Source: an optimization exercise on an open RTL-to-GDS flow (aim: a short achievable clock period and few clock cycles). Production flows keep margins and buffers that such runs may drop.
Function was checked by simulation only, so behaviour that the tests miss may differ from the original.
No activity file was given, so power comes from the tool's default toggle rates.

## flow/run.sh

```bash
#!/bin/bash
# synth_recipe.tcl (not shown) runs the flow's synth.tcl, then flattens the netlist and writes it again
# the make line also repeats each setting of config.mk as NAME=value (left out here)
make -C /OpenROAD-flow-scripts/flow DESIGN_CONFIG=/design/flow/config.mk WORK_HOME=/design/flow/orfs CLKGATE_MAP_FILE= SYNTH_SCRIPT=/design/flow/synth_recipe.tcl finish
```

## flow/config.mk

```make
export PLATFORM = sky130hd
export DESIGN_NAME = cpu_top
export DESIGN_NICKNAME = cpu_top
export VERILOG_FILES = /design/flow/design.v
export SDC_FILE = /design/flow/constraint.sdc
export NUM_CORES = 4
export LEC_CHECK = 0
export ABC_CLOCK_PERIOD_IN_PS = 3000
export CAP_MARGIN = 20
export CORE_MARGIN = 2
export CORE_UTILIZATION = 40
export SETUP_SLACK_MARGIN = 5
export SLEW_MARGIN = 20
export TNS_END_PERCENT = 10
```

## flow/constraint.sdc

```tcl
create_clock -name core_clock -period 9.0 [get_ports {clk}]
set_input_delay 1.8000 -clock core_clock [delete_from_list [all_inputs] [get_ports {clk}]]
set_output_delay 1.8000 -clock core_clock [all_outputs]
set_load 0.01 [all_outputs]
```

## flow/design.v

```verilog
package cpu_types_pkg;
   typedef logic [31:0] word_t;
   typedef logic [4:0]  reg_addr_t;
   typedef logic [4:0]  alu_op_t;    
   typedef logic [1:0]  wd_sel_t;
   localparam wd_sel_t wd_alu  = 2'd0;
   localparam wd_sel_t wd_pc4  = 2'd1;
   localparam wd_sel_t wd_load = 2'd3;
   typedef enum logic [1:0] {
      step_fetch  = 2'd0,
      step_decode = 2'd1,
      step_mem    = 2'd2,
      step_write  = 2'd3
   } step_t;
   typedef struct packed {
      logic    pc_enable;
      logic    pc_load;
      logic    reg_re1;
      logic    reg_re2;
      logic    reg_we;
      logic    alu_sel1;       
      logic    alu_sel2;       
      alu_op_t alu_op;
      logic    target_load;
      wd_sel_t wd_sel;
      logic    ram_addr_sel;   
      logic    inst_load;
      logic    inst_mux_sel;   
   } ctrl_t;
   typedef struct packed {
      logic [6:0] opcode;
      logic [2:0] funct3;
      logic       bit20;
      logic       bit30;
      logic       cmp_out;
   } decode_t;
endpackage
package isa_pkg;
   typedef enum logic [6:0] {
      OP_IMM   = 7'b0010011,
      LUI      = 7'b0110111,
      AUIPC    = 7'b0010111,
      OP       = 7'b0110011,
      JAL      = 7'b1101111,
      JALR     = 7'b1100111,
      BRANCH   = 7'b1100011,
      LOAD     = 7'b0000011,
      STORE    = 7'b0100011,
      MISC_MEM = 7'b0001111,
      SYSTEM   = 7'b1110011
   } opcode_t;
   localparam logic [2:0] f3_add_sub = 3'b000;
   localparam logic [2:0] f3_sll     = 3'b001;
   localparam logic [2:0] f3_slt     = 3'b010;
   localparam logic [2:0] f3_sltu    = 3'b011;
   localparam logic [2:0] f3_xor     = 3'b100;
   localparam logic [2:0] f3_srl_sra = 3'b101;
   localparam logic [2:0] f3_or      = 3'b110;
   localparam logic [2:0] f3_and     = 3'b111;
   localparam logic [2:0] f3_beq  = 3'b000;
   localparam logic [2:0] f3_bne  = 3'b001;
   localparam logic [2:0] f3_blt  = 3'b100;
   localparam logic [2:0] f3_bge  = 3'b101;
   localparam logic [2:0] f3_bltu = 3'b110;
   localparam logic [2:0] f3_bgeu = 3'b111;
endpackage
`timescale 1ns/1ps
module ks_add #(
   parameter int W = 32
) (
   input  logic [W-1:0] a,
   input  logic [W-1:0] b,
   input  logic         cin,
   output logic [W-1:0] sum,
   output logic         cout
);
   localparam int L = $clog2(W);
   logic [W-1:0] p0;
   logic [W-1:0] g [L+1];
   logic [W-1:0] p [L+1];
   assign p0   = a ^ b;
   assign g[0] = (a & b) | {{(W-1){1'b0}}, p0[0] & cin};
   assign p[0] = p0;
   for (genvar l = 0; l < L; l++) begin : g_level
      localparam int D = 1 << l;
      for (genvar i = 0; i < W; i++) begin : g_bit
         if (i >= D) begin : g_merge
            assign g[l+1][i] = g[l][i] | (p[l][i] & g[l][i-D]);
            assign p[l+1][i] = p[l][i] & p[l][i-D];
         end else begin : g_pass
            assign g[l+1][i] = g[l][i];
            assign p[l+1][i] = p[l][i];
         end
      end
   end
   assign sum  = p0 ^ {g[L][W-2:0], cin};
   assign cout = g[L][W-1];
endmodule
`timescale 1ns/1ps
module cpu_top (
   input  logic                 clk,
   input  logic                 reset,
   input  cpu_types_pkg::word_t ram_rdata,
   output cpu_types_pkg::word_t ram_addr,
   output cpu_types_pkg::word_t ram_wdata,
   output logic                 ram_re,
   output logic                 ram_we,
   output logic                 halt
);
   localparam logic [6:0] OP_IMM = 7'b0010011;
   localparam logic [6:0] LUI    = 7'b0110111;
   localparam logic [6:0] AUIPC  = 7'b0010111;
   localparam logic [6:0] OP     = 7'b0110011;
   localparam logic [6:0] JAL    = 7'b1101111;
   localparam logic [6:0] JALR   = 7'b1100111;
   localparam logic [6:0] BRANCH = 7'b1100011;
   localparam logic [6:0] LOAD   = 7'b0000011;
   localparam logic [6:0] STORE  = 7'b0100011;
   localparam logic [6:0] SYSTEM = 7'b1110011;
   logic [11:0]  addr_q;     
   logic         re_q, we_q;
   logic         fetch_q;    
   logic [31:0]  wdata_q;
   logic         halt_q;
   logic [11:0]  seq_q;      
   logic [31:12] pc_hi;      
   assign ram_addr  = {20'b0, addr_q};
   assign ram_re    = re_q;
   assign ram_we    = we_q;
   assign ram_wdata = wdata_q;
   assign halt      = halt_q;
   logic [31:1][31:0] rf;
   logic        wa_en, wq_en, wb_en;
   logic [4:0]  wa_rd, wq_rd, wb_rd;
   logic [31:0] wa_data, wq_data;
   always_ff @(posedge clk) begin
      for (int i = 1; i < 32; i++) begin
         if (wq_en && wq_rd == 5'(i)) begin
            rf[i] <= wq_data;
         end else if (wb_en && wb_rd == 5'(i)) begin
            rf[i] <= ram_rdata;
         end
      end
   end
   logic        a_valid;    
   logic [11:0] a_pc;
   logic [31:0] a_inst;
   logic        a_is_jal, a_is_br, a_pred, a_stay;
   logic [11:0] a_joff, a_boff;
   logic [11:0] a_jsum, a_bsum;
   logic        a_jc, a_bc, a_jstay, a_bstay;
   logic [11:0] a_tgt;
   assign a_inst   = ram_rdata;
   assign a_is_jal = a_inst[6:0] == JAL;
   assign a_is_br  = a_inst[6:0] == BRANCH;
   assign a_joff   = {a_inst[20], a_inst[30:21], 1'b0};
   assign a_boff   = {a_inst[7], a_inst[30:25], a_inst[11:8], 1'b0};
   ks_add #(.W(12)) u_jadd (.a(a_pc), .b(a_joff), .cin(1'b0), .sum(a_jsum), .cout(a_jc));
   ks_add #(.W(12)) u_badd (.a(a_pc), .b(a_boff), .cin(1'b0), .sum(a_bsum), .cout(a_bc));
   assign a_jstay  = a_jc ? ({a_inst[31], a_inst[19:12]} == 9'h1ff) : ({a_inst[31], a_inst[19:12]} == 9'h000);
   assign a_bstay  = a_bc == a_inst[31];
   assign a_tgt    = a_is_jal ? a_jsum : a_bsum;
   assign a_stay   = a_is_jal ? a_jstay : a_bstay;
   assign a_pred   = a_is_jal || (a_is_br && a_inst[31]);
   logic [1:0]  iq_v;
   logic [31:0] iq_inst0, iq_inst1;
   logic [11:0] iq_pc0, iq_pc1;
   logic        iq_pred0, iq_pred1, iq_stay0, iq_stay1;
   logic        e_valid;
   logic [11:0] e_pc;
   logic [31:0] e_imm;
   logic        e_pred, e_stay, e_brnop, e_last;
   logic [4:0]  e_rd, e_rs1, e_rs2;
   logic        e_use1, e_use2;
   logic        e_wr, e_ld, e_st, e_br, e_jal, e_jalr, e_link, e_ebreak;
   logic        e_inv;
   logic [2:0]  e_f3, e_bf3;
   logic        e_sra;
   logic [31:0] ra, rb;
   logic [4:0]  e_shamt;    
   logic        m_ld, w_ld;
   logic [4:0]  m_rd, w_rd;
   logic        stall_ld, e_exec;
   logic [31:0] pc_full, pc4_full, tgt_br;
   logic [31:0] sum, alu_res, result;
   logic        cout, eq, lt, ltu, taken, jumps;
   logic        redirect_e;
   logic [31:0] tgt_e;
   logic [11:0] agu;
   logic        port_mem;
   assign stall_ld = (e_use1 && ((m_ld && m_rd == e_rs1) || (w_ld && w_rd == e_rs1))) ||
                     (e_use2 && ((m_ld && m_rd == e_rs2) || (w_ld && w_rd == e_rs2)));
   assign e_exec   = e_valid && !stall_ld && !halt_q;
   assign pc_full  = {pc_hi, e_pc};
   assign pc4_full = pc_full + 32'd4;
   ks_add #(.W(32)) u_add (
      .a    (ra),
      .b    (rb),
      .cin  (e_inv),
      .sum  (sum),
      .cout (cout)
   );
   assign ltu = !cout;
   assign lt  = (ra[31] == rb[31]) ? ra[31] : ltu;
   assign eq  = &(ra ^ rb);
   always_comb begin
      case (e_f3)
         3'd0:    alu_res = sum;
         3'd1:    alu_res = ra << e_shamt;
         3'd2:    alu_res = {31'b0, lt};
         3'd3:    alu_res = {31'b0, ltu};
         3'd4:    alu_res = ra ^ rb;
         3'd5:    alu_res = e_sra ? 32'($signed(ra) >>> e_shamt) : ra >> e_shamt;
         3'd6:    alu_res = ra | rb;
         default: alu_res = ra & rb;
      endcase
   end
   assign result = e_link ? pc4_full : alu_res;
   always_comb begin
      case (e_bf3)
         3'd0:    taken = eq;
         3'd1:    taken = !eq;
         3'd4:    taken = lt;
         3'd5:    taken = !lt;
         3'd6:    taken = ltu;
         3'd7:    taken = !ltu;
         default: taken = 1'b0;
      endcase
   end
   assign tgt_br = pc_full + e_imm;
   assign jumps = e_jal || e_jalr || (e_br && taken && !e_brnop);
   assign redirect_e = e_exec && (e_jalr || (jumps != e_pred) || (e_pred && !e_stay) ||
                                  (!jumps && e_last));
   assign tgt_e      = e_jalr ? {sum[31:1], 1'b0} : (jumps ? tgt_br : pc4_full);
   assign agu      = ra[11:0] + e_imm[11:0];
   assign port_mem = e_exec && (e_ld || e_st);
   assign wa_en   = e_exec && e_wr;
   assign wa_rd   = e_rd;
   assign wa_data = result;
   assign wb_en   = w_ld;
   assign wb_rd   = w_rd;
   logic        e_free, src_v, src_iq, load_e;
   logic [31:0] s_inst;
   logic [11:0] s_pc;
   logic        s_pred, s_stay;
   logic [6:0]  s_op;
   logic [4:0]  s_rs1, s_rs2, s_rd;
   logic        is_op, is_opi, is_lui, is_auipc, is_jal, is_jalr, is_br, is_ld, is_st;
   logic        s_inv, s_a_pc, s_b_imm;
   logic [31:0] s_imm, rf_rs1, rf_rs2, s_r1, s_r2, s_ra, s_rb;
   logic        redirect_d;
   assign e_free = !e_valid || e_exec;
   assign src_iq = iq_v[0];
   assign src_v  = iq_v[0] || a_valid;
   assign load_e = e_free && src_v;    
   assign s_inst = src_iq ? iq_inst0 : a_inst;
   assign s_pc   = src_iq ? iq_pc0   : a_pc;
   assign s_pred = src_iq ? iq_pred0 : a_pred;
   assign s_stay = src_iq ? iq_stay0 : a_stay;
   assign s_op   = s_inst[6:0];
   assign s_rs1  = s_inst[19:15];
   assign s_rs2  = s_inst[24:20];
   assign s_rd   = s_inst[11:7];
   assign is_op    = s_op == OP;
   assign is_opi   = s_op == OP_IMM;
   assign is_lui   = s_op == LUI;
   assign is_auipc = s_op == AUIPC;
   assign is_jal   = s_op == JAL;
   assign is_jalr  = s_op == JALR;
   assign is_br    = s_op == BRANCH;
   assign is_ld    = s_op == LOAD;
   assign is_st    = s_op == STORE;
   assign s_inv   = is_br ||
                    (is_op && s_inst[14:12] == 3'd0 && s_inst[30]) ||
                    ((is_op || is_opi) && s_inst[14:13] == 2'b01);
   assign s_a_pc  = is_auipc;
   assign s_b_imm = is_opi || is_lui || is_auipc || is_jalr;
   always_comb begin
      if (is_st)
         s_imm = {{20{s_inst[31]}}, s_inst[31:25], s_inst[11:7]};
      else if (is_lui || is_auipc)
         s_imm = {s_inst[31:12], 12'b0};
      else if (is_br)
         s_imm = {{19{s_inst[31]}}, s_inst[31], s_inst[7], s_inst[30:25], s_inst[11:8], 1'b0};
      else if (is_jal)
         s_imm = {{11{s_inst[31]}}, s_inst[31], s_inst[19:12], s_inst[20], s_inst[30:21], 1'b0};
      else
         s_imm = {{20{s_inst[31]}}, s_inst[31:20]};
   end
   logic [31:0][31:0] rf0;
   assign rf0 = {rf, 32'b0};
   assign rf_rs1 = src_iq ? rf0[iq_inst0[19:15]] : rf0[a_inst[19:15]];
   assign rf_rs2 = src_iq ? rf0[iq_inst0[24:20]] : rf0[a_inst[24:20]];
   always_comb begin
      if (wa_en && wa_rd == s_rs1)      s_r1 = wa_data;
      else if (wq_en && wq_rd == s_rs1) s_r1 = wq_data;
      else if (wb_en && wb_rd == s_rs1) s_r1 = ram_rdata;
      else                              s_r1 = rf_rs1;
      if (wa_en && wa_rd == s_rs2)      s_r2 = wa_data;
      else if (wq_en && wq_rd == s_rs2) s_r2 = wq_data;
      else if (wb_en && wb_rd == s_rs2) s_r2 = ram_rdata;
      else                              s_r2 = rf_rs2;
   end
   assign s_ra = s_a_pc ? {pc_hi, s_pc} : (is_lui ? 32'b0 : s_r1);
   assign s_rb = (s_b_imm ? s_imm : s_r2) ^ {32{s_inv}};
   assign redirect_d = a_valid && a_pred && !redirect_e;
   logic [11:0] seq_now, next_pc;
   logic [1:0]  iq_cnt_next;
   logic        can_fetch, pop, push;
   assign seq_now = fetch_q ? addr_q + 12'd4 : seq_q;
   assign next_pc = redirect_e ? tgt_e[11:0] : (redirect_d ? a_tgt : seq_now);
   assign pop  = load_e && src_iq;
   assign push = a_valid && !(load_e && !src_iq);
   always_comb begin
      logic [1:0] c;
      c = {1'b0, iq_v[0]} + {1'b0, iq_v[1]};
      if (pop)  c = c - 2'd1;
      if (push) c = c + 2'd1;
      iq_cnt_next = c;
   end
   assign can_fetch = !port_mem && !halt_q &&
                      ({1'b0, iq_cnt_next} + {2'b0, fetch_q} <= 3'd1);
   always_ff @(posedge clk) begin
      if (reset) begin
         addr_q  <= 12'b0;
         pc_hi   <= 20'b0;
         re_q    <= 1'b1;
         we_q    <= 1'b0;
         fetch_q <= 1'b1;
         halt_q  <= 1'b0;
         a_valid <= 1'b0;
         e_valid <= 1'b0;
         iq_v    <= 2'b0;
         m_ld    <= 1'b0;
         w_ld    <= 1'b0;
         wq_en   <= 1'b0;
      end else begin
         if (port_mem) begin
            addr_q  <= agu;
            re_q    <= e_ld;
            we_q    <= e_st;
            fetch_q <= 1'b0;
            seq_q   <= next_pc;
         end else if (can_fetch) begin
            addr_q  <= next_pc;
            re_q    <= 1'b1;
            we_q    <= 1'b0;
            fetch_q <= 1'b1;
         end else begin
            re_q    <= 1'b0;
            we_q    <= 1'b0;
            fetch_q <= 1'b0;
            seq_q   <= next_pc;
         end
         if (redirect_e) begin
            pc_hi <= tgt_e[31:12];
         end
         a_valid <= fetch_q && !redirect_e && !redirect_d;
         a_pc    <= addr_q;
         halt_q <= halt_q || (e_exec && e_ebreak);
         wq_en <= wa_en;
         m_ld <= e_exec && e_ld;
         m_rd <= e_rd;
         w_ld <= m_ld && !(wa_en && wa_rd == m_rd);
         w_rd <= m_rd;
         if (redirect_e) begin
            iq_v <= 2'b0;
         end else begin
            logic [1:0] v;
            v = iq_v;
            if (pop) v = {1'b0, iq_v[1]};
            if (push) begin
               if (!v[0]) v[0] = 1'b1;
               else       v[1] = 1'b1;
            end
            iq_v <= v;
         end
         if (e_free) begin
            e_valid <= src_v && !redirect_e && !halt_q;
         end
      end
   end
   always_ff @(posedge clk) begin
      wq_rd   <= wa_rd;
      wq_data <= wa_data;
   end
   always_ff @(posedge clk) begin
      if (pop) begin
         iq_inst0 <= iq_inst1;
         iq_pc0   <= iq_pc1;
         iq_pred0 <= iq_pred1;
         iq_stay0 <= iq_stay1;
      end
      if (push) begin
         if (!iq_v[0] || (pop && !iq_v[1])) begin
            iq_inst0 <= a_inst;
            iq_pc0   <= a_pc;
            iq_pred0 <= a_pred;
            iq_stay0 <= a_stay;
         end else begin
            iq_inst1 <= a_inst;
            iq_pc1   <= a_pc;
            iq_pred1 <= a_pred;
            iq_stay1 <= a_stay;
         end
      end
   end
   always_ff @(posedge clk) begin
      if (load_e) begin
         e_pc     <= s_pc;
         e_last   <= s_pc[11:2] == 10'h3ff;
         e_pred   <= s_pred;
         e_stay   <= s_stay;
         e_brnop  <= {s_inst[31], s_inst[7], s_inst[30:25], s_inst[11:8]} == 12'd2;
         e_rd     <= s_rd;
         e_rs1    <= s_rs1;
         e_rs2    <= s_rs2;
         e_use1   <= is_op || is_opi || is_ld || is_st || is_br || is_jalr;
         e_use2   <= is_op || is_st || is_br;
         e_wr     <= (is_op || is_opi || is_lui || is_auipc || is_jal || is_jalr) && s_rd != 5'd0;
         e_ld     <= is_ld && s_rd != 5'd0;
         e_st     <= is_st;
         e_br     <= is_br;
         e_jal    <= is_jal;
         e_jalr   <= is_jalr;
         e_link   <= is_jal || is_jalr;
         e_ebreak <= s_op == SYSTEM && s_inst[20];
         e_inv    <= s_inv;
         e_f3     <= (is_op || is_opi) ? s_inst[14:12] : 3'd0;
         e_bf3    <= s_inst[14:12];
         e_sra    <= s_inst[30];
         e_imm    <= s_imm;
      end
      if (load_e) begin
         ra      <= s_ra;
         rb      <= s_rb;
         e_shamt <= s_rb[4:0];
      end else begin
         if (wb_en && e_use1 && wb_rd == e_rs1) ra <= ram_rdata;
         if (wb_en && e_use2 && wb_rd == e_rs2) begin
            rb      <= ram_rdata ^ {32{e_inv}};
            e_shamt <= ram_rdata[4:0];
         end
      end
      if (port_mem) begin
         wdata_q <= rb;
      end
   end
endmodule
```

==> results of run 1 <==
power breakdown:
part | switching (W) | leakage (nW) | internal, W | total, W
Sequential | 0.00108 | 12.4 | 0.00786 | 0.00894
Combinational | 0.00947 | 25.4 | 0.00519 | 0.0147
Clock | 0.00293 | 2.49 | 0.00371 | 0.00664
Total | 0.0135 | 40.3 | 0.0168 | 0.0302
registers in the layout (all words and copies together) (netlist names), 3 cells and up:
| name | cells |
|---|---|
| e_rd | 5 |
| e_f3 | 3 |
| e_bf3 | 3 |
| e_shamt | 5 |
| wdata_q | 32 |
| m_rd | 5 |
| e_rs1 | 5 |
| w_rd | 5 |
| addr_q | 12 |
| wq_rd | 5 |
| iq_inst0 | 32 |
| iq_pc1 | 12 |
| e_rs2 | 5 |
| iq_pc0 | 12 |
| rb | 32 |
| rf | 992 |
| wq_data | 32 |
| e_pc | 12 |
| pc_hi | 20 |
| e_imm | 32 |
| seq_q | 12 |
| iq_inst1 | 32 |
| ra | 32 |
| a_pc | 12 |
cell families after synthesis:
family / after synthesis / share of synthesized area [%]
compound gates: 1645 / 11.98
xor+xnor: 200 / 1.923
flops: 1380 / 44.12
mux: 1399 / 18.35
other cells: 1 / 0.004118
fa+ha+maj: 133 / 1.885
simple gates: 3540 / 16.89
buf+inv: 1117 / 4.840
stage by stage:
| stage | cells | total power [W] |
|---|---|---|
| 4_1_cts | 12460 | 0.02893 |
| 6_report | 12560 | 0.03024 |
| 3_3_place_gp | 11820 | 0.02050 |
| 2_1_floorplan | 9434 | 0.01569 |
| 3_5_place_dp | 11820 | 0.02052 |
| 5_1_grt | 12530 | 0.03074 |
how the worst min path moves through the flow:
stage,to,cells after the start
after floorplan,iq_pc0[0],2
after global placement,halt_q,2
after detailed placement,halt_q,2
after CTS,iq_pc0[11],2
after global routing,iq_inst0[10],2
final,iq_pc0[11],2
area by class of cell:
cell class	instances	area, µm²	area share [%]
clock inverters	84	820.8	0.7458
inverters	139	675.6	0.6140
multi-input cells	6946	50110	45.53
diodes	29	72.57	0.06594
repair inverters	14	151.4	0.1376
repair buffers	756	9986	9.074
clock buffers	199	4274	3.884
well taps	3009	3765	3.421
flip-flops and latches	1380	40200	36.53
routing by layer:
metal,wire length (µm),GRT usage [%]
met4,48210,31.63
met5,397,0
met3,73640,14.68
met1,160300,47.59
met2,191300,55.59
worst max-delay path: cells and delay by family:
kind | cells | cell delay [ps]
buffers and inverters | 6 | 1090
xor gates and xnor gates | 1 | 140
muxes | 1 | 380
and+or+nand+nor | 1 | 160
AOI/OAI and AO/OA | 6 | 1360
cells in the final DEF, fill, tap and decap left out, types with 35 or more instances in the layout:
master / synthesis / layout
a21o_1: 69 / 67
buf_16: 0 / 71
edfxtp_1: 1254 / 1254
a31oi_4: 0 / 35
and3_1: 164 / 155
a21oi_1: 446 / 398
nand4_1: 38 / 38
a211oi_1: 135 / 90
nand3_1: 756 / 740
o211ai_1: 62 / 62
a211oi_2: 0 / 45
a21oi_2: 0 / 41
bufbuf_16: 0 / 49
a31oi_1: 138 / 85
clkbuf_16: 0 / 175
inv_1: 126 / 120
buf_6: 1 / 55
ha_1: 126 / 109
o21ai_0: 281 / 219
mux2_2: 995 / 994
mux4_2: 117 / 117
xor2_1: 73 / 71
nor2_1: 396 / 363
nor3_1: 100 / 88
nand2_1: 1921 / 1890
buf_12: 0 / 84
a311oi_1: 156 / 131
buf_4: 24 / 400
dfxtp_1: 126 / 113
mux2i_1: 286 / 269
xnor2_1: 127 / 119
clkdlybuf4s50_1: 0 / 54
what timing repair did:
item	CTS	global route
gates cloned	108	12
endpoints found under the setup margin	405	259
resized for setup	730	209
pin swaps	131	75
setup buffers	252	53
==> load_flow_metrics.sql, run 1 <==
INSERT INTO impl_metrics (metric_group, metric, value, unit) VALUES
('clock_network', 'number_of_buffers_added_by_the_clock_tree_synthesis_step', '157', ''),
('route', 'post_drt_via_cell_ratio', '7.022', ''),
('floorplan', 'num_rows', '175', ''),
('placed_design', 'post_dp_area', '94860', 'µm²'),
('floorplan', 'die_height', '481.2', 'µm'),
('yosys', 'synth_enable_flop_cells', '1254', ''),
('clock_network', 'cts.root.buffer_cell', 'clkbuf_16', ''),
('power', 'power_leakage', '40.33', 'nW'),
('yosys', 'post_synth_most_frequent_cells', '1921 x nand2_1, 1254 x edfxtp_1, 995 x mux2_2, 756 x nand3_1, 703 x clkbuf_1', ''),
('clock_network', 'tritoncts_num_sinks', '1380', ''),
('yosys', 'synth_sequential_area_ratio', '44.12', '%'),
('layout', 'areaGrowthSynthToFinish', '20.84', '%'),
('placed_design', 'number_of_buffers_inserted_by_port_buffering', '80', ''),
('worst_setup_path', 'timing.critical_path.from_type', 'primary input', ''),
('hold_path', 'worstHoldStart', 'iq_pc0[11]', ''),
('worst_setup_path', 'timing.critical_path.cells', 'buf_2, buf_8, mux2i_4, buf_4, buf_12, buf_12, buf_4, nand2_1, o311a_1, a31oi_2, a21oi_1, a211o_1, a31oi_1, xnor2_1, a21oi_1', ''),
('global_route', 'grt_pass1_vias', '81430', ''),
('worst_setup_path', 'register_to_register_path_setup_slack', '4620', 'ps'),
('layout', 'drive_gt1_share', '26.98', '%'),
('hold_path', 'hold_path.class', 'reg2reg', ''),
('route', 'wirelength', '473900', 'µm'),
('worst_setup_path', 'endpoint_kind', 'flip-flop', ''),
('yosys', 'synth_top_cell_area_share', '41.35', '%'),
('floorplan', 'floorplan.io_pins', '101', ''),
('layout', 'final.fill_count', '20430', ''),
('worst_setup_path', 'worst_r2r_path_depth', '5', ''),
('timing', 'hold_ws', '479.2', 'ps'),
('job', 'max_cap_violations', '0', ''),
('worst_setup_path', 'crit-reg2reg-capture', 'rf[323]', ''),
('timing', 'maxSlewHeadroom', '13.16', '%'),
('placed_design', 'place_worst_setup_slack', '2281', 'ps'),
('timing', 'min_period_over_period', '49.01', '%'),
('power', 'worst_ir_drop_vdd', '189.4', 'µV'),
('yosys', 'yosys.cell_count.top_type', 'nand2_1', ''),
('timing', 'max_freq', '226.7', 'MHz'),
('timing', 'finalClockSkew', '46.52', 'ps'),
('route', 'vias', '88160', ''),
('route', 'post_drt_antenna_nets', '0', ''),
('floorplan', 'fp.dieArea', '231500', 'µm²'),
('global_route', 'grt-ovfl-total', '0', ''),
('yosys', 'postSynth.topFlopCell', 'edfxtp_1', ''),
('layout', 'layout.nets', '9561', ''),
('global_route', 'grt_start_max_net_pins', '74', ''),
('yosys', 'yosysWarnings', '7', ''),
('timing', 'rsz_0062_raised_after_global_routing', 'yes', ''),
('yosys', 'yosysTopAreaCell', 'edfxtp_1', ''),
('timing', 'final_critical_path_setup_slack', '4589', 'ps'),
('worst_setup_path', 'worst_setup_path_endpoint', 'rb[5]', ''),
('clock_network', 'ctsHoldBuffers', '0', ''),
('power', 'power_per_cell_area', '274.8', 'nW/µm²'),
('floorplan', 'chipWidth', '481.2', 'µm'),
('worst_setup_path', 'reg2reg_from', 'wq_rd[1]', ''),
('yosys', 'synth_cell_type_count', '88', ''),
('floorplan', 'placeableCoreArea', '226800', 'µm²'),
('timing', 'slew_viol_final', '0', ''),
('yosys', 'syn_avg_cell_area', '9.673', 'µm²'),
('layout', 'finish.utilization', '48.51', '%'),
('status', 'result_of_the_run', 'complete, no violations', ''),
('worst_setup_path', 'timing.critical_path.arrival', '4990', 'ps'),
('route', 'drt-initial-drc-count', '16460', ''),
('layout', 'layout.cell_area.non_filler', '110000', 'µm²'),
('timing', 'tightestPinTransition', '1298', 'ps'),
('yosys', 'synth_area', '91070', 'µm²'),
('route', 'wl_per_cell', '37.74', 'µm'),
('worst_setup_path', 'required_time_worst_endpoint', '9570', 'ps'),
('worst_setup_path', 'crit_slowest_cell', 'a31oi_2', ''),
('timing', 'finalSetupViolCount', '0', ''),
('route', 'route.detailed.drc', '0', ''),
('clock_network', 'worst_setup_hold_path_clk_slew', '60', 'ps'),
('global_route', 'grt_pass1_wl', '644000', 'µm'),
('clock_network', 'maximum_level_of_the_cts_h_tree', '4', '');
Testbench counts, summed over its fixed seeds: cycles 170,484.
==> run 2, diff against run 1 <==
--- a/flow/design.v
+++ b/flow/design.v
@@ -120,6 +120,7 @@
    logic [11:0]  addr_q;     
    logic         re_q, we_q;
    logic         fetch_q;    
+   logic [11:0]  fpc_q;      
    logic [31:0]  wdata_q;
    logic         halt_q;
    logic [11:0]  seq_q;      
@@ -132,17 +133,18 @@
    logic [31:1][31:0] rf;
    logic        wa_en, wq_en, wb_en;
    logic [4:0]  wa_rd, wq_rd, wb_rd;
-   logic [31:0] wa_data, wq_data;
+   logic [31:0] wa_data, wq_data, wb_data;
    always_ff @(posedge clk) begin
       for (int i = 1; i < 32; i++) begin
          if (wq_en && wq_rd == 5'(i)) begin
             rf[i] <= wq_data;
          end else if (wb_en && wb_rd == 5'(i)) begin
-            rf[i] <= ram_rdata;
+            rf[i] <= wb_data;
          end
       end
    end
    logic        a_valid;    
+   logic        a_bh, a_bt;  
    logic [11:0] a_pc;
    logic [31:0] a_inst;
    logic        a_is_jal, a_is_br, a_pred, a_stay;
@@ -150,18 +152,31 @@
    logic [11:0] a_jsum, a_bsum;
    logic        a_jc, a_bc, a_jstay, a_bstay;
    logic [11:0] a_tgt;
+   logic [31:0] r;
+   assign r        = ram_rdata;
    assign a_inst   = ram_rdata;
-   assign a_is_jal = a_inst[6:0] == JAL;
-   assign a_is_br  = a_inst[6:0] == BRANCH;
-   assign a_joff   = {a_inst[20], a_inst[30:21], 1'b0};
-   assign a_boff   = {a_inst[7], a_inst[30:25], a_inst[11:8], 1'b0};
+   assign a_is_jal = r[6:0] == JAL;
+   assign a_is_br  = r[6:0] == BRANCH;
+   assign a_joff   = {r[20], r[30:21], 1'b0};
+   assign a_boff   = {r[7], r[30:25], r[11:8], 1'b0};
    ks_add #(.W(12)) u_jadd (.a(a_pc), .b(a_joff), .cin(1'b0), .sum(a_jsum), .cout(a_jc));
    ks_add #(.W(12)) u_badd (.a(a_pc), .b(a_boff), .cin(1'b0), .sum(a_bsum), .cout(a_bc));
-   assign a_jstay  = a_jc ? ({a_inst[31], a_inst[19:12]} == 9'h1ff) : ({a_inst[31], a_inst[19:12]} == 9'h000);
-   assign a_bstay  = a_bc == a_inst[31];
-   assign a_tgt    = a_is_jal ? a_jsum : a_bsum;
-   assign a_stay   = a_is_jal ? a_jstay : a_bstay;
-   assign a_pred   = a_is_jal || (a_is_br && a_inst[31]);
+   assign a_jstay  = a_jc ? ({r[31], r[19:12]} == 9'h1ff) : ({r[31], r[19:12]} == 9'h000);
+   assign a_bstay  = a_bc == r[31];
+   logic        pa_v;       
+   logic [4:0]  pa_rd;
+   logic [11:0] pa_pc;
+   logic        a_is_jalr, a_fuse, a_rc, a_rstay;
+   logic [11:0] a_rsum;
+   assign a_is_jalr = r[6:0] == JALR;
+   ks_add #(.W(12)) u_radd (.a(pa_pc), .b(r[31:20]), .cin(1'b0), .sum(a_rsum), .cout(a_rc));
+   assign a_rstay = a_rc == r[31];
+   assign a_fuse  = a_is_jalr && pa_v && r[19:15] == pa_rd && a_pc == pa_pc + 12'd4;
+   assign a_tgt    = a_is_jal ? a_jsum : (a_is_jalr ? {a_rsum[11:1], 1'b0} : a_bsum);
+   assign a_stay   = a_is_jal ? a_jstay : (a_is_jalr ? a_rstay : a_bstay);
+   logic a_spred;
+   assign a_spred  = a_is_jal || (a_is_br && r[31]) || a_fuse;
+   assign a_pred   = a_bh ? a_bt : a_spred;
    logic [1:0]  iq_v;
    logic [31:0] iq_inst0, iq_inst1;
    logic [11:0] iq_pc0, iq_pc1;
@@ -169,7 +184,7 @@
    logic        e_valid;
    logic [11:0] e_pc;
    logic [31:0] e_imm;
-   logic        e_pred, e_stay, e_brnop, e_last;
+   logic        e_pred, e_stay, e_brnop, e_last, e_brc;
    logic [4:0]  e_rd, e_rs1, e_rs2;
    logic        e_use1, e_use2;
    logic        e_wr, e_ld, e_st, e_br, e_jal, e_jalr, e_link, e_ebreak;
@@ -190,7 +205,10 @@
    logic        port_mem;
    assign stall_ld = (e_use1 && ((m_ld && m_rd == e_rs1) || (w_ld && w_rd == e_rs1))) ||
                      (e_use2 && ((m_ld && m_rd == e_rs2) || (w_ld && w_rd == e_rs2)));
-   assign e_exec   = e_valid && !stall_ld && !halt_q;
+   logic        e_shift, m_sh, stall_sh;
+   logic [4:0]  m_sh_rd;
+   assign stall_sh = m_sh && ((e_use1 && m_sh_rd == e_rs1) || (e_use2 && m_sh_rd == e_rs2));
+   assign e_exec   = e_valid && !stall_ld && !stall_sh && !halt_q;
    assign pc_full  = {pc_hi, e_pc};
    assign pc4_full = pc_full + 32'd4;
    ks_add #(.W(32)) u_add (
@@ -228,16 +246,23 @@
       endcase
    end
    assign tgt_br = pc_full + e_imm;
-   assign jumps = e_jal || e_jalr || (e_br && taken && !e_brnop);
-   assign redirect_e = e_exec && (e_jalr || (jumps != e_pred) || (e_pred && !e_stay) ||
-                                  (!jumps && e_last));
-   assign tgt_e      = e_jalr ? {sum[31:1], 1'b0} : (jumps ? tgt_br : pc4_full);
+   assign jumps = e_jal || e_jalr || (e_brc && taken);
+   logic        rd_t, rd_n;
+   logic [31:0] tgt_t;
+   assign rd_t       = !e_pred || !e_stay;
+   assign rd_n       = e_pred || e_last;
+   assign tgt_t      = e_jalr ? {sum[31:1], 1'b0} : tgt_br;
+   assign redirect_e = e_exec && (jumps ? rd_t : rd_n);
+   assign tgt_e      = jumps ? tgt_t : pc4_full;
    assign agu      = ra[11:0] + e_imm[11:0];
-   assign port_mem = e_exec && (e_ld || e_st);
+   assign port_mem = e_exec && (e_st || e_ld);
    assign wa_en   = e_exec && e_wr;
+   logic  wa_fwd;
+   assign wa_fwd  = wa_en && !e_shift;
    assign wa_rd   = e_rd;
    assign wa_data = result;
    assign wb_en   = w_ld;
+   assign wb_data = ram_rdata;
    assign wb_rd   = w_rd;
    logic        e_free, src_v, src_iq, load_e;
    logic [31:0] s_inst;
@@ -288,27 +313,78 @@
          s_imm = {{20{s_inst[31]}}, s_inst[31:20]};
    end
    logic [31:0][31:0] rf0;
-   assign rf0 = {rf, 32'b0};
-   assign rf_rs1 = src_iq ? rf0[iq_inst0[19:15]] : rf0[a_inst[19:15]];
-   assign rf_rs2 = src_iq ? rf0[iq_inst0[24:20]] : rf0[a_inst[24:20]];
+   assign rf0    = {rf, 32'b0};
+   assign rf_rs1 = src_iq ? rf0[iq_inst0[19:15]] : rf0[r[19:15]];
+   assign rf_rs2 = src_iq ? rf0[iq_inst0[24:20]] : rf0[r[24:20]];
    always_comb begin
-      if (wa_en && wa_rd == s_rs1)      s_r1 = wa_data;
+      if (wa_fwd && wa_rd == s_rs1)     s_r1 = wa_data;
       else if (wq_en && wq_rd == s_rs1) s_r1 = wq_data;
-      else if (wb_en && wb_rd == s_rs1) s_r1 = ram_rdata;
+      else if (wb_en && wb_rd == s_rs1) s_r1 = wb_data;
       else                              s_r1 = rf_rs1;
-      if (wa_en && wa_rd == s_rs2)      s_r2 = wa_data;
+      if (wa_fwd && wa_rd == s_rs2)     s_r2 = wa_data;
       else if (wq_en && wq_rd == s_rs2) s_r2 = wq_data;
-      else if (wb_en && wb_rd == s_rs2) s_r2 = ram_rdata;
+      else if (wb_en && wb_rd == s_rs2) s_r2 = wb_data;
       else                              s_r2 = rf_rs2;
    end
    assign s_ra = s_a_pc ? {pc_hi, s_pc} : (is_lui ? 32'b0 : s_r1);
    assign s_rb = (s_b_imm ? s_imm : s_r2) ^ {32{s_inv}};
-   assign redirect_d = a_valid && a_pred && !redirect_e;
+   assign redirect_d = a_valid && !a_bh && a_spred && !redirect_e;
    logic [11:0] seq_now, next_pc;
    logic [1:0]  iq_cnt_next;
    logic        can_fetch, pop, push;
-   assign seq_now = fetch_q ? addr_q + 12'd4 : seq_q;
-   assign next_pc = redirect_e ? tgt_e[11:0] : (redirect_d ? a_tgt : seq_now);
+   localparam int NB = 4;
+   logic [NB-1:0] bt_v, bt_t, bt_hit_f, bt_hit_e;
+   logic [11:2]   bt_pc  [NB];
+   logic [11:2]   bt_tgt [NB];
+   logic [1:0]    bt_ptr;
+   logic          f_hit, f_taken;
+   logic [11:2]   f_tgt;
+   logic          u_v, u_jump, u_stay;
+   logic [11:2]   u_pc, u_tgt;
+   always_comb begin
+      f_tgt = '0;
+      for (int i = 0; i < NB; i++) begin
+         bt_hit_f[i] = bt_v[i] && bt_pc[i] == fpc_q[11:2];
+         bt_hit_e[i] = bt_v[i] && bt_pc[i] == u_pc;
+         f_tgt       = f_tgt | (bt_tgt[i] & {10{bt_hit_f[i]}});
+      end
+   end
+   assign f_hit   = |bt_hit_f;
+   assign f_taken = |(bt_hit_f & bt_t);
+   always_ff @(posedge clk) begin
+      u_pc   <= e_pc[11:2];
+      u_tgt  <= tgt_br[11:2];
+      u_jump <= jumps;
+      u_stay <= e_stay;
+   end
+   always_ff @(posedge clk) begin
+      if (reset) begin
+         u_v    <= 1'b0;
+         bt_v   <= '0;
+         bt_ptr <= 2'd0;
+      end else begin
+         u_v <= e_exec && (e_br || e_jal) && !e_brnop;
+         if (u_v) begin
+            if (|bt_hit_e) begin
+               for (int i = 0; i < NB; i++) begin
+                  if (bt_hit_e[i]) bt_t[i] <= u_jump;
+               end
+            end else if (u_jump && u_stay) begin
+               bt_v[bt_ptr]   <= 1'b1;
+               bt_t[bt_ptr]   <= 1'b1;
+               bt_pc[bt_ptr]  <= u_pc;
+               bt_tgt[bt_ptr] <= u_tgt;
+               bt_ptr         <= bt_ptr + 2'd1;
+            end
+         end
+      end
+   end
+   assign seq_now = !fetch_q ? seq_q : ((f_hit && f_taken) ? {f_tgt, 2'b00} : fpc_q + 12'd4);
+   logic [11:0] np_nored, np_t, np_n;
+   assign np_nored = (a_valid && !a_bh && a_spred) ? a_tgt : seq_now;
+   assign np_t     = rd_t ? tgt_t[11:0] : np_nored;
+   assign np_n     = rd_n ? pc4_full[11:0] : np_nored;
+   assign next_pc  = !e_exec ? np_nored : (jumps ? np_t : np_n);
    assign pop  = load_e && src_iq;
    assign push = a_valid && !(load_e && !src_iq);
    always_comb begin
@@ -318,11 +394,13 @@
       if (push) c = c + 2'd1;
       iq_cnt_next = c;
    end
-   assign can_fetch = !port_mem && !halt_q &&
-                      ({1'b0, iq_cnt_next} + {2'b0, fetch_q} <= 3'd1);
+   assign can_fetch = !port_mem && !halt_q && ({1'b0, iq_cnt_next} + {2'b0, fetch_q} <= 3'd1);
    always_ff @(posedge clk) begin
       if (reset) begin
          addr_q  <= 12'b0;
+         fpc_q   <= 12'b0;
+         a_bh    <= 1'b0;
+         pa_v    <= 1'b0;
          pc_hi   <= 20'b0;
          re_q    <= 1'b1;
          we_q    <= 1'b0;
@@ -332,6 +410,7 @@
          e_valid <= 1'b0;
          iq_v    <= 2'b0;
          m_ld    <= 1'b0;
+         m_sh    <= 1'b0;
          w_ld    <= 1'b0;
          wq_en   <= 1'b0;
       end else begin
@@ -342,10 +421,11 @@
             fetch_q <= 1'b0;
             seq_q   <= next_pc;
          end else if (can_fetch) begin
-            addr_q  <= next_pc;
-            re_q    <= 1'b1;
-            we_q    <= 1'b0;
-            fetch_q <= 1'b1;
+            addr_q    <= next_pc;
+            fpc_q     <= next_pc;
+            re_q      <= 1'b1;
+            we_q      <= 1'b0;
+            fetch_q   <= 1'b1;
          end else begin
             re_q    <= 1'b0;
             we_q    <= 1'b0;
@@ -356,10 +436,22 @@
             pc_hi <= tgt_e[31:12];
          end
          a_valid <= fetch_q && !redirect_e && !redirect_d;
-         a_pc    <= addr_q;
+         a_pc    <= fpc_q;
+         a_bh    <= f_hit;
+         if (redirect_e) begin
+            pa_v <= 1'b0;
+         end else if (a_valid) begin
+            pa_v <= a_inst[6:0] == AUIPC && a_inst[31:12] == 20'b0 && a_inst[11:7] != 5'd0;
+         end
+         if (a_valid) begin
+            pa_rd <= a_inst[11:7];
+            pa_pc <= a_pc;
+         end
+         a_bt    <= f_taken;
          halt_q <= halt_q || (e_exec && e_ebreak);
          wq_en <= wa_en;
          m_ld <= e_exec && e_ld;
+         m_sh <= wa_en && e_shift;
          m_rd <= e_rd;
          w_ld <= m_ld && !(wa_en && wa_rd == m_rd);
          w_rd <= m_rd;
@@ -381,6 +473,7 @@
       end
    end
    always_ff @(posedge clk) begin
+      m_sh_rd <= e_rd;
       wq_rd   <= wa_rd;
       wq_data <= wa_data;
    end
@@ -412,6 +505,7 @@
          e_pred   <= s_pred;
          e_stay   <= s_stay;
          e_brnop  <= {s_inst[31], s_inst[7], s_inst[30:25], s_inst[11:8]} == 12'd2;
+         e_brc    <= is_br && {s_inst[31], s_inst[7], s_inst[30:25], s_inst[11:8]} != 12'd2;
          e_rd     <= s_rd;
          e_rs1    <= s_rs1;
          e_rs2    <= s_rs2;
@@ -427,6 +521,7 @@
          e_ebreak <= s_op == SYSTEM && s_inst[20];
          e_inv    <= s_inv;
          e_f3     <= (is_op || is_opi) ? s_inst[14:12] : 3'd0;
+         e_shift  <= (is_op || is_opi) && s_inst[13:12] == 2'b01;
          e_bf3    <= s_inst[14:12];
          e_sra    <= s_inst[30];
          e_imm    <= s_imm;
@@ -436,10 +531,14 @@
          rb      <= s_rb;
          e_shamt <= s_rb[4:0];
       end else begin
-         if (wb_en && e_use1 && wb_rd == e_rs1) ra <= ram_rdata;
-         if (wb_en && e_use2 && wb_rd == e_rs2) begin
-            rb      <= ram_rdata ^ {32{e_inv}};
-            e_shamt <= ram_rdata[4:0];
+         if (wq_en && e_use1 && wq_rd == e_rs1)      ra <= wq_data;
+         else if (wb_en && e_use1 && wb_rd == e_rs1) ra <= wb_data;
+         if (wq_en && e_use2 && wq_rd == e_rs2) begin
+            rb      <= wq_data ^ {32{e_inv}};
+            e_shamt <= wq_data[4:0];
+         end else if (wb_en && e_use2 && wb_rd == e_rs2) begin
+            rb      <= wb_data ^ {32{e_inv}};
+            e_shamt <= wb_data[4:0];
          end
       end
       if (port_mem) begin
--- a/flow/config.mk
+++ b/flow/config.mk
@@ -11,4 +11,4 @@
 export CORE_UTILIZATION = 40
 export SETUP_SLACK_MARGIN = 5
 export SLEW_MARGIN = 20
-export TNS_END_PERCENT = 10
+export TNS_END_PERCENT = 100
==> load_flow_metrics.sql, run 2 <==
INSERT INTO impl_metrics (metric_group, metric, value, unit) VALUES
('clock_network', 'tritoncts_num_sinks', '1528', ''),
('yosys', 'post_synth_most_frequent_cells', '2244 x nand2_1, 1358 x edfxtp_1, 961 x mux2_2, 942 x nand3_1, 692 x clkbuf_1', ''),
('floorplan', 'die_height', '504.9', 'µm'),
('floorplan', 'num_rows', '183', ''),
('worst_setup_path', 'worst_r2r_path_depth', '15', ''),
('yosys', 'synth_cell_type_count', '105', ''),
('global_route', 'antenna_violations_before_repair', '36', ''),
('timing', 'slew_viol_final', '0', ''),
('worst_setup_path', 'timing.critical_path.arrival', '4940', 'ps'),
('yosys', 'postSynth.topFlopCell', 'edfxtp_1', ''),
('layout', 'layout_common_cells', '2203 x nand2_1, 1358 x edfxtp_1, 960 x mux2_2, 917 x nand3_1, 452 x buf_4', ''),
('yosys', 'synth_sequential_area_ratio', '44.03', '%'),
('worst_setup_path', 'critPathMaxStageDelay', '600', 'ps'),
('clock_network', 'number_of_buffers_added_by_the_clock_tree_synthesis_step', '172', ''),
('hold_path', 'hold_path_depth', '1', ''),
('floorplan', 'initial_core_util', '40.28', '%'),
('worst_setup_path', 'register_to_register_path_setup_slack', '4810', 'ps'),
('yosys', 'yosysWarnings', '7', ''),
('route', 'wirelength', '527400', 'µm'),
('hold_path', 'worstHoldStart', 'e_brnop', ''),
('yosys', 'syn_avg_cell_area', '9.443', 'µm²'),
('yosys', 'yosys.cell_count.top_type', 'nand2_1', ''),
('route', 'wl_per_cell', '37.44', 'µm'),
('job', 'max_cap_violations', '0', ''),
('worst_setup_path', 'timing.critical_path.cells', 'inv_1, ha_1, nand4_1, nor3_4, and2_4, o211ai_1, buf_6, o211a_4, o41a_1, o22ai_4, buf_6, buf_12, o211ai_1, buf_4, a221o_1', ''),
('timing', 'tightestPinTransition', '1213', 'ps'),
('status', 'result_of_the_run', 'complete, no violations', ''),
('hold_path', 'hold_path.class', 'reg2reg', ''),
('yosys', 'synth_area', '100300', 'µm²'),
('worst_setup_path', 'timing.critical_path.from_type', 'flip-flop', ''),
('route', 'post_drt_antenna_nets', '0', ''),
('yosys', 'synth_top_cell_area_share', '40.64', '%'),
('timing', 'finalClockSkew', '65.66', 'ps'),
('worst_setup_path', 'reg2reg_from', 'rb[18]', ''),
('clock_network', 'cts.root.buffer_cell', 'clkbuf_16', ''),
('timing', 'rsz_0062_raised_after_global_routing', 'yes', ''),
('layout', 'largest_register_ffs', '992', ''),
('layout', 'drive_gt1_share', '25.52', '%'),
('yosys', 'synth_enable_flop_cells', '1358', ''),
('placed_design', 'post_dp_area', '104500', 'µm²'),
('floorplan', 'placeableCoreArea', '249100', 'µm²'),
('power', 'worst_ir_drop_vdd', '218.7', 'µV'),
('worst_setup_path', 'buffer_and_inverter_count_on_the_worst_path', '5', ''),
('timing', 'min_period_over_period', '46.51', '%'),
('global_route', 'grt_start_max_net_pins', '93', ''),
('clock_network', 'ctsLongestPathBuffers', '3', ''),
('timing', 'totalNegativeSetupSlack', '0', 'ps'),
('global_route', 'grt_use_total', '38.47', '%'),
('yosys', 'yosysTopAreaCell', 'edfxtp_1', ''),
('layout', 'final.fill_count', '22680', ''),
('power', 'power_leakage', '43.61', 'nW'),
('placed_design', 'routability_congestion', '1.016', ''),
('placed_design', 'dp_hpwl', '296000', 'µm'),
('clock_network', 'worst_setup_hold_path_clk_slew', '70', 'ps'),
('timing', 'finalSetupViolCount', '0', ''),
('yosys', 'cell_types_with_the_largest_area_share_after_synthesis', 'edfxtp_1 41%, mux2_2 11%, nand2_1 8.4%', ''),
('timing', 'maxSlewHeadroom', '18.83', '%'),
('worst_setup_path', 'crit-reg2reg-capture', 'addr_q[6]', ''),
('route', 'route.detailed.drc', '0', ''),
('layout', 'areaGrowthSynthToFinish', '20.67', '%'),
('clock_network', 'maximum_level_of_the_cts_h_tree', '4', ''),
('route', 'vias', '98610', ''),
('worst_setup_path', 'endpoint_kind', 'flip-flop', ''),
('yosys', 'synth_async_sr_flop_share', '0', '%'),
('worst_setup_path', 'crit_slowest_cell', 'edfxtp_1', ''),
('power', 'power_per_cell_area', '193.0', 'nW/µm²'),
('worst_setup_path', 'critPathLaunch', 'rb[18]', ''),
('layout', 'largest_registers', 'rf: 992 flops, bt_pc: 40 flops, bt_tgt: 40 flops', ''),
('layout', 'layout.cell_area.non_filler', '121100', 'µm²'),
('timing', 'max_freq', '238.9', 'MHz'),
('route', 'firstDrtPassIters', '9', ''),
('yosys', 'yosys_register_bits', '1528', ''),
('clock_network', 'tritoncts', 'built', ''),
('worst_setup_path', 'worst-setup-path-type', 'reg2reg', ''),
('route', 'post_drt_via_cell_ratio', '7.001', ''),
('timing', 'report.final.hold_viol_count', '0', ''),
('global_route', 'grt-ovfl-total', '0', ''),
('worst_setup_path', 'critPathTopFamily', 'compound AO/OA/AOI/OAI gates', ''),
('layout', 'layout.nets', '10780', ''),
('worst_setup_path', 'required_time_worst_endpoint', '9760', 'ps'),
('floorplan', 'fp.dieArea', '254900', 'µm²'),
('placed_design', 'number_of_buffers_inserted_by_port_buffering', '80', ''),
('layout', 'max_flop_register', 'rf', ''),
('timing', 'final_period_minus_worst_setup_slack', '4186', 'ps'),
('floorplan', 'floorplan.io_pins', '101', ''),
('yosys', 'synth_cells', '10630', ''),
('route', 'drt-initial-drc-count', '19430', ''),
('clock_network', 'clk-insertion-delay-late', '890', 'ps'),
('hold_path', 'whs_endpoint', 'u_v', ''),
('worst_setup_path', 'crit_fanout', '6', ''),
('global_route', 'grt_pass1_vias', '88240', ''),
('global_route', 'grt_pass1_wl', '702800', 'µm'),
('layout', 'layout_commonest_cell', 'nand2_1', ''),
('floorplan', 'chipWidth', '504.9', 'µm');
## run 2: layout make-up
| type | instances | area [µm²] | share of cell area (%) |
|---|---|---|---|
| inverters | 173 | 917.1 | 0.7574 |
| well taps | 3330 | 4167 | 3.441 |
| clock buffers | 224 | 4684 | 3.869 |
| multi-input cells | 7866 | 55380 | 45.73 |
| repair buffers | 840 | 10680 | 8.820 |
| clock inverters | 91 | 860.8 | 0.7109 |
| repair inverters | 14 | 156.4 | 0.1292 |
| diodes | 18 | 45.04 | 0.03720 |
| flip-flops and latches | 1528 | 44200 | 36.50 |
## run 2: worst max path at each step
stage,cells after the start,slack (ps),to
2_1_floorplan,14,4840,fpc_q[9]
3_3_place_gp,13,2400,rb[24]
3_5_place_dp,13,2390,rb[24]
4_1_cts,17,4860,ra[25]
5_1_grt,16,4810,addr_q[6]
6_report,15,4810,addr_q[6]
## run 2: timing repair
action                                  4_1_cts  5_1_grt
pin swaps                                    68      157
gates resized for setup                     626      483
cloned                                       68       40
hold buffers                                  0        0
buffers inserted                            170      172
endpoints found under the setup margin      420      208
endpoints found under the hold margin         0        0
## run 2: metrics by stage
stage / util [%] / hold slack [ps] / total power (W) / worst slack [ps] / std cells
2_1_floorplan: - / 392.0 / 0.01229 / 4840 / 10650
3_3_place_gp: 41.90 / 403.3 / 0.01470 / 2399 / 13290
3_5_place_dp: 41.95 / 427.2 / 0.01475 / 2386 / 13300
4_1_cts: 46.68 / 437.0 / 0.02242 / 4861 / 13850
5_1_grt: 48.59 / 472.6 / 0.02374 / 4805 / 14070
6_report: 48.61 / 447.4 / 0.02337 / 4814 / 14080
## run 2: where the power goes
group          leakage [nW]  internal (W)  switching (W)
clock network          2.70       0.00393        0.00326
registers              13.8       0.00821       0.000613
logic                  27.1       0.00258        0.00478
total                  43.6        0.0147        0.00865
## run 2: per-layer routing
metal,routed length (µm),track usage [%]
met1,180200,48.00
met2,210700,53.82
met3,83840,14.09
met4,51770,29.10
met5,855,0.8821
## run 2: cells by family (layout without fill, tap and decap cells)
family                     count (synthesis)  in the layout  share of synthesized area [%]
muxes                                   1304           1304                          15.23
and+or+nand+nor                         4297           4299                          18.99
other                                      1             38                       0.003737
adders and majority gates                151            151                          1.943
buffers and inverters                   1254           1342                          5.075
AOI/OAI and AO/OA                       1776           1776                          11.97
DFF                                     1528           1528                          44.03
xor gates and xnor gates                 316            316                          2.758
Testbench counts of run 2, summed over its fixed seeds: cycles 163,195.

[what the ideal ports hide]
The flow's constraints put no driver on any port. The routed layouts listed below were extracted and timed again, unchanged, in two steps. Step 1, drivers: a clkbuf_16 drives clk and a buf_2 each remaining input, both assumed. Step 2 also shifts input and output timing later by t, the mid clock arrival at the registers, as if the neighbouring blocks saw the same clock. Three values: no drivers, after step 1, after step 2; two values: the first two.
run	t (ns)	setup slack, ns	worst setup path at the end	worst register clock-pin slew, ns
run 1	0.931	4.589 / 4.563 / 3.632	input to register	0.08 / 0.08
run 2	0.953	4.814 / 4.814 / 3.883	input to register	0.07 / 0.07
After both steps every run listed still meets setup and hold. For run 1, which loses most, drivers alone change the setup slack by -0.026 ns; drivers and shift together by -0.957 ns.
